This design comes from an exercise in tuning for small area, a short achievable clock period and few clock cycles on the open sky130 flow, not from production work.
Power is estimated from default activity; no workload was simulated.

tundra:
## axiApbBridgeTop
module axiApbBridgeTop (
  input  logic         pclk,
  input  logic         preset_n,
  input  logic [31:0]  ar_addr,
  input  logic [7:0]   ar_id,
  input  logic [7:0]   ar_len,
  input  logic [1:0]   ar_burst,
  input  logic [2:0]   ar_prot,
  input  logic         ar_valid,
  output logic         ar_ready,
  input  logic [31:0]  aw_addr,
  input  logic [7:0]   aw_id,
  input  logic [7:0]   aw_len,
  input  logic [1:0]   aw_burst,
  input  logic [2:0]   aw_prot,
  input  logic         aw_valid,
  output logic         aw_ready,
  input  logic [31:0]  w_data,
  input  logic [3:0]   w_strb,
  input  logic         w_valid,
  output logic         w_ready,
  output logic [31:0]  r_data,
  output logic [1:0]   r_resp,
  output logic [7:0]   r_id,
  output logic         r_last,
  output logic         r_valid,
  input  logic         r_ready,
  output logic [1:0]   b_resp,
  output logic [7:0]   b_id,
  output logic         b_valid,
  input  logic         b_ready,
  output logic [31:0]  paddr,
  output logic [31:0]  pwdata,
  output logic [3:0]   pstrb,
  output logic [2:0]   pprot,
  output logic         pwrite,
  output logic [3:0]   psel,
  output logic         penable,
  input  logic [3:0]   pready,
  input  logic [127:0] prdata,
  input  logic [3:0]   pslverr
);
==> module axiApbBridgeTop, before the edit <==
module axiApbBridgeTop (
  input  logic         pclk,
  input  logic         preset_n,
  input  logic [31:0]  ar_addr,
  input  logic [7:0]   ar_id,
  input  logic [7:0]   ar_len,
  input  logic [1:0]   ar_burst,
  input  logic [2:0]   ar_prot,
  input  logic         ar_valid,
  output logic         ar_ready,
  input  logic [31:0]  aw_addr,
  input  logic [7:0]   aw_id,
  input  logic [7:0]   aw_len,
  input  logic [1:0]   aw_burst,
  input  logic [2:0]   aw_prot,
  input  logic         aw_valid,
  output logic         aw_ready,
  input  logic [31:0]  w_data,
  input  logic [3:0]   w_strb,
  input  logic         w_valid,
  output logic         w_ready,
  output logic [31:0]  r_data,
  output logic [1:0]   r_resp,
  output logic [7:0]   r_id,
  output logic         r_last,
  output logic         r_valid,
  input  logic         r_ready,
  output logic [1:0]   b_resp,
  output logic [7:0]   b_id,
  output logic         b_valid,
  input  logic         b_ready,
  output logic [31:0]  paddr,
  output logic [31:0]  pwdata,
  output logic [3:0]   pstrb,
  output logic [2:0]   pprot,
  output logic         pwrite,
  output logic [3:0]   psel,
  output logic         penable,
  input  logic [3:0]   pready,
  input  logic [127:0] prdata,
  input  logic [3:0]   pslverr
);
  logic        act;        
  logic        wr;         
  logic        acc;        
  logic [11:2] curAddr;    
  logic [3:0]  oh;         
  logic        upZero;     
  logic        upOnes;     
  logic [7:0]  left;       
  logic        last;       
  logic [1:0]  wrErr;      
  logic        rv;         
  logic        rl;
  logic [31:0] rd;
  logic [1:0]  rr;
  logic        bv;
  logic [3:0]  hit;
  logic        dec;
  logic        fixed;
  logic        done;
  logic        decDone;
  logic        fin;
  logic        setup;
  logic [1:0]  beatResp;
  logic        rdAvail;
  logic        wrAvail;
  logic        free;
  logic        start;
  logic        pickW;
  logic [31:0] rdSel;
  logic [3:0]  sWA;
  logic [3:0]  sA;
  logic [3:0]  sW;
  logic [3:0]  sR;
  logic        actN;
  logic        wrN;
  logic        accN;
  logic        rvN;
  assign hit = oh & {4{upZero}};
  assign dec = ~upZero;
  assign done    = acc & |(pready & oh);
  assign decDone = act & dec & (wr ? w_valid : ~rv);
  assign fin     = done | decDone;
  assign setup   = act & ~acc & ~dec & (wr ? w_valid : (~rv | r_ready));
  assign beatResp = dec ? 2'd3 : (|(pslverr & hit) ? 2'd2 : 2'd0);
  assign rdAvail = ar_valid & ~(act & ~wr) & ~(rv & rl);
  assign wrAvail = aw_valid & ~(act & wr) & ~bv;
  assign free    = ~act | (fin & last);
  assign start   = free & (rdAvail | wrAvail);
  assign pickW   = wrAvail & (~rdAvail | ~wr);
  assign fixed   = wr ? (aw_burst == 2'd0) : (ar_burst == 2'd0);
  always_comb begin
    rdSel = '0;
    for (int k = 0; k < 4; k++) begin
      rdSel = rdSel | (prdata[32*k +: 32] & {32{hit[k] & ~rv}});
    end
  end
  assign upOnes = wr ? (&aw_addr[31:14]) : (&ar_addr[31:14]);
  always_comb begin
    actN = start | (act & ~(fin & last));
    wrN  = start ? pickW : wr;
    accN = acc ? ~done : setup;
    rvN  = (fin & ~wr) | (rv & ~r_ready);
  end
  always_ff @(posedge pclk or negedge preset_n) begin
    if (!preset_n) begin
      act <= 1'b0;
      wr     <= 1'b0;
      acc <= 1'b0;
      rv  <= 1'b0;
      bv  <= 1'b0;
    end else begin
      act <= actN;
      wr  <= wrN;
      acc <= accN;
      rv  <= rvN;
      if (fin & wr & last) begin
        bv <= 1'b1;
      end else if (b_ready) begin
        bv <= 1'b0;
      end
    end
  end
  always_ff @(posedge pclk) begin
    if (start) begin
      curAddr <= pickW ? aw_addr[11:2] : ar_addr[11:2];
      for (int k = 0; k < 4; k++) begin
        oh[k] <= pickW ? (aw_addr[13:12] == 2'(k)) : (ar_addr[13:12] == 2'(k));
      end
      upZero  <= pickW ? (aw_addr[31:14] == '0) : (ar_addr[31:14] == '0);
      left    <= pickW ? aw_len : ar_len;
      last    <= pickW ? (aw_len == '0) : (ar_len == '0);
    end else if (fin) begin
      left <= left - 8'd1;
      last <= (left == 8'd1);
      if (!fixed) begin
        curAddr <= curAddr + 10'd1;
        if (&curAddr) begin
          oh <= {oh[2:0], oh[3]};
          if (oh[3]) begin
            upZero <= upOnes;
          end
        end
      end
    end
    if (start & pickW) begin
      wrErr <= 2'd0;
    end else if (fin & wr) begin
      wrErr <= wrErr | beatResp;
    end
    rd <= rdSel | (rd & {32{rv}});
    if (!rv) begin
      rr <= beatResp;
      rl <= last;
    end
  end
  assign sA = oh & {4{acc | (act & upZero & ~wr & ~rv)}};
  assign sW = oh & {4{act & ~acc & upZero & wr}};
  assign sR = oh & {4{act & ~acc & upZero & ~wr & rv}};
  pselGate pselGate_i (
    .sA    (sA),
    .sW    (sW),
    .sR    (sR),
    .wValid(w_valid),
    .rReady(r_ready),
    .psel  (psel)
  );
  assign penable = acc;
  assign paddr   = {18'd0, oh[3] | oh[2], oh[3] | oh[1], curAddr, wr ? aw_addr[1:0] : ar_addr[1:0]};
  assign pwrite  = wr;
  assign pprot   = wr ? aw_prot : ar_prot;
  assign pwdata  = w_data;
  assign pstrb   = w_strb & {4{wr}};
  assign sWA     = oh & {4{acc & wr}};
  wReadyGate wReadyGate_i (
    .pready(pready),
    .sWA   (sWA),
    .dW    (act & dec & wr),
    .wReady(w_ready)
  );
  assign r_valid  = rv;
  assign r_data   = rd;
  assign r_resp   = rr;
  assign r_last   = rl;
  assign r_id     = ar_id;
  assign ar_ready = rv & rl & r_ready;
  assign b_valid  = bv;
  assign b_resp   = wrErr;
  assign b_id     = aw_id;
  assign aw_ready = bv & b_ready;
endmodule
==> module pselGate, before the edit <==
module pselGate (
  input  logic [3:0] sA,       
  input  logic [3:0] sW,       
  input  logic [3:0] sR,       
  input  logic       wValid,
  input  logic       rReady,
  output logic [3:0] psel
);
  assign psel = sA | (sW & {4{wValid}}) | (sR & {4{rReady}});
endmodule
export LEC_CHECK = 0
export CAP_MARGIN = 20
export CORE_AREA = 2.5 2.5 142.5 142.5
export DIE_AREA = 0 0 145 145
export PLACE_DENSITY = 0.6
export SETUP_SLACK_MARGIN = 2.4
export SLEW_MARGIN = 20
export SYNTH_HIERARCHICAL = 1
export SYNTH_MINIMUM_KEEP_SIZE = 0
create_clock -name core_clock -period 5.0 [get_ports {pclk}]
standard.sh (not shown) runs the stock make flow with config.mk's settings and CLKGATE_MAP_FILE= SYNTH_SCRIPT=/design/flow/synth_recipe.tcl, a recipe that flattens the netlist after the stock synthesis.
==> flow/flow/run.sh <==
#!/bin/bash
# Standard layout; port buffers of the smallest plain buffer; smaller clock tree.
export BUFFER_PORTS_ARGS="-buffer_cell sky130_fd_sc_hd__buf_1"
export CTS_ARGS="-sink_clustering_enable -repair_clock_nets -dont_use_dummy_load -buf_list sky130_fd_sc_hd__clkbuf_8 -sink_clustering_size 40 -sink_clustering_max_diameter 150"
bash standard.sh > standard.log 2>&1
Setup changes, tundra to nickel
--- a/flow/design.v
+++ b/flow/design.v
@@ -488,9 +488,9 @@
 );
   logic        act;        
   logic        wr;         
   logic        acc;        
-  logic [11:2] curAddr;    
+  logic [13:2] curAddr;    
   logic [3:0]  oh;         
   logic        upZero;     
   logic        upOnes;     
   logic [7:0]  left;       
@@ -500,8 +500,11 @@
   logic        rl;
   logic [31:0] rd;
   logic [1:0]  rr;
   logic        bv;
+  logic        fA;         
+  logic        fW;         
+  logic        fR;         
   logic [3:0]  hit;
   logic        dec;
   logic        fixed;
   logic        done;
@@ -515,15 +518,18 @@
   logic        start;
   logic        pickW;
   logic [31:0] rdSel;
   logic [3:0]  sWA;
-  logic [3:0]  sA;
-  logic [3:0]  sW;
-  logic [3:0]  sR;
   logic        actN;
   logic        wrN;
   logic        accN;
   logic        rvN;
+  logic        decN;
+  always_comb begin
+    for (int k = 0; k < 4; k++) begin
+      oh[k] = (curAddr[13:12] == 2'(k));
+    end
+  end
   assign hit = oh & {4{upZero}};
   assign dec = ~upZero;
   assign done    = acc & |(pready & oh);
   assign decDone = act & dec & (wr ? w_valid : ~rv);
@@ -547,16 +553,26 @@
     actN = start | (act & ~(fin & last));
     wrN  = start ? pickW : wr;
     accN = acc ? ~done : setup;
     rvN  = (fin & ~wr) | (rv & ~r_ready);
+    if (start) begin
+      decN = pickW ? (aw_addr[31:14] != '0) : (ar_addr[31:14] != '0);
+    end else if (fin && !fixed && (&curAddr[13:2])) begin
+      decN = ~upOnes;
+    end else begin
+      decN = dec;
+    end
   end
   always_ff @(posedge pclk or negedge preset_n) begin
     if (!preset_n) begin
       act <= 1'b0;
       wr     <= 1'b0;
       acc <= 1'b0;
       rv  <= 1'b0;
       bv  <= 1'b0;
+      fA  <= 1'b0;
+      fW  <= 1'b0;
+      fR  <= 1'b0;
     end else begin
       act <= actN;
       wr  <= wrN;
       acc <= accN;
@@ -565,29 +581,26 @@
         bv <= 1'b1;
       end else if (b_ready) begin
         bv <= 1'b0;
       end
+      fA  <= accN | (actN & ~decN & ~wrN & ~rvN);
+      fW  <= actN & ~accN & ~decN & wrN;
+      fR  <= actN & ~accN & ~decN & ~wrN & rvN;
     end
   end
   always_ff @(posedge pclk) begin
     if (start) begin
-      curAddr <= pickW ? aw_addr[11:2] : ar_addr[11:2];
-      for (int k = 0; k < 4; k++) begin
-        oh[k] <= pickW ? (aw_addr[13:12] == 2'(k)) : (ar_addr[13:12] == 2'(k));
-      end
+      curAddr <= pickW ? aw_addr[13:2] : ar_addr[13:2];
       upZero  <= pickW ? (aw_addr[31:14] == '0) : (ar_addr[31:14] == '0);
       left    <= pickW ? aw_len : ar_len;
       last    <= pickW ? (aw_len == '0) : (ar_len == '0);
     end else if (fin) begin
       left <= left - 8'd1;
       last <= (left == 8'd1);
       if (!fixed) begin
-        curAddr <= curAddr + 10'd1;
+        curAddr <= curAddr + 12'd1;
         if (&curAddr) begin
-          oh <= {oh[2:0], oh[3]};
-          if (oh[3]) begin
-            upZero <= upOnes;
-          end
+          upZero <= upOnes;
         end
       end
     end
     if (start & pickW) begin
@@ -600,21 +613,19 @@
       rr <= beatResp;
       rl <= last;
     end
   end
-  assign sA = oh & {4{acc | (act & upZero & ~wr & ~rv)}};
-  assign sW = oh & {4{act & ~acc & upZero & wr}};
-  assign sR = oh & {4{act & ~acc & upZero & ~wr & rv}};
   pselGate pselGate_i (
-    .sA    (sA),
-    .sW    (sW),
-    .sR    (sR),
+    .oh    (oh),
+    .fA    (fA),
+    .fW    (fW),
+    .fR    (fR),
     .wValid(w_valid),
     .rReady(r_ready),
     .psel  (psel)
   );
   assign penable = acc;
-  assign paddr   = {18'd0, oh[3] | oh[2], oh[3] | oh[1], curAddr, wr ? aw_addr[1:0] : ar_addr[1:0]};
+  assign paddr   = {18'd0, curAddr, wr ? aw_addr[1:0] : ar_addr[1:0]};
   assign pwrite  = wr;
   assign pprot   = wr ? aw_prot : ar_prot;
   assign pwdata  = w_data;
   assign pstrb   = w_strb & {4{wr}};
@@ -636,16 +647,17 @@
   assign b_id     = aw_id;
   assign aw_ready = bv & b_ready;
 endmodule
 module pselGate (
-  input  logic [3:0] sA,       
-  input  logic [3:0] sW,       
-  input  logic [3:0] sR,       
+  input  logic [3:0] oh,       
+  input  logic       fA,       
+  input  logic       fW,       
+  input  logic       fR,       
   input  logic       wValid,
   input  logic       rReady,
   output logic [3:0] psel
 );
-  assign psel = sA | (sW & {4{wValid}}) | (sR & {4{rReady}});
+  assign psel = oh & {4{fA | (fW & wValid) | (fR & rReady)}};
 endmodule
 module wReadyGate (
   input  logic [3:0] pready,
   input  logic [3:0] sWA,      
nickel vs tundra: non-clock buffer count down by a few percent
Diff tundra -> nickel | total number of clock tree sinks | up slightly
Relative to tundra, the global-route wire length before repair measured on nickel has decreased by a little under 10%.
Fraction of registers with async set/reset: tundra and nickel compared, higher one is nickel
Going from tundra to nickel, worst ir drop on vdd shrank by 15%; critical path depth closely matched the old numbers.
nickel: sequential fraction of design power 2.8 points above tundra
Simple logic cell fraction of the synthesized area, tundra and nickel: larger value in nickel
Count of flip-flops with a built-in enable after synthesis, nickel vs tundra: down by a little under 10%
Function was not checked in any run of this note: the RTL went through the layout flow alone.

## static timing again, ports no longer ideal
How much do the figures lean on ideal ports? The routed layouts below were timed once more, with nothing changed but the port constraints. Step 1 (the two cells are an assumption about what drives the block):
set clk [get_ports {pclk}]
set_driving_cell -lib_cell sky130_fd_sc_hd__clkbuf_16 $clk
set_driving_cell -lib_cell sky130_fd_sc_hd__buf_2 [delete_from_list [all_inputs] $clk]
Step 2 moves the port delays by t, midway between the first and last clock arrival at a register: inputs arrive t later, outputs are due t later. That takes back most of the time a late clock gives input paths. Three values: ideal, step 1, step 2; two values: the first two.
run | t, ns | slack for setup (ns) | latest minus earliest clock arrival (ns) | pins driven straight from the clock port
tundra | 0.382 | 2.266 / 2.228 / 2.142 | 0.031 / 0.031 | 1
nickel | 0.384 | 2.258 / 2.208 / 2.167 | 0.018 / 0.017 | 1
After both steps setup and hold are still met in every run listed. For tundra, which loses most, drivers alone change the setup slack by -0.038 ns; drivers and shift together by -0.124 ns.
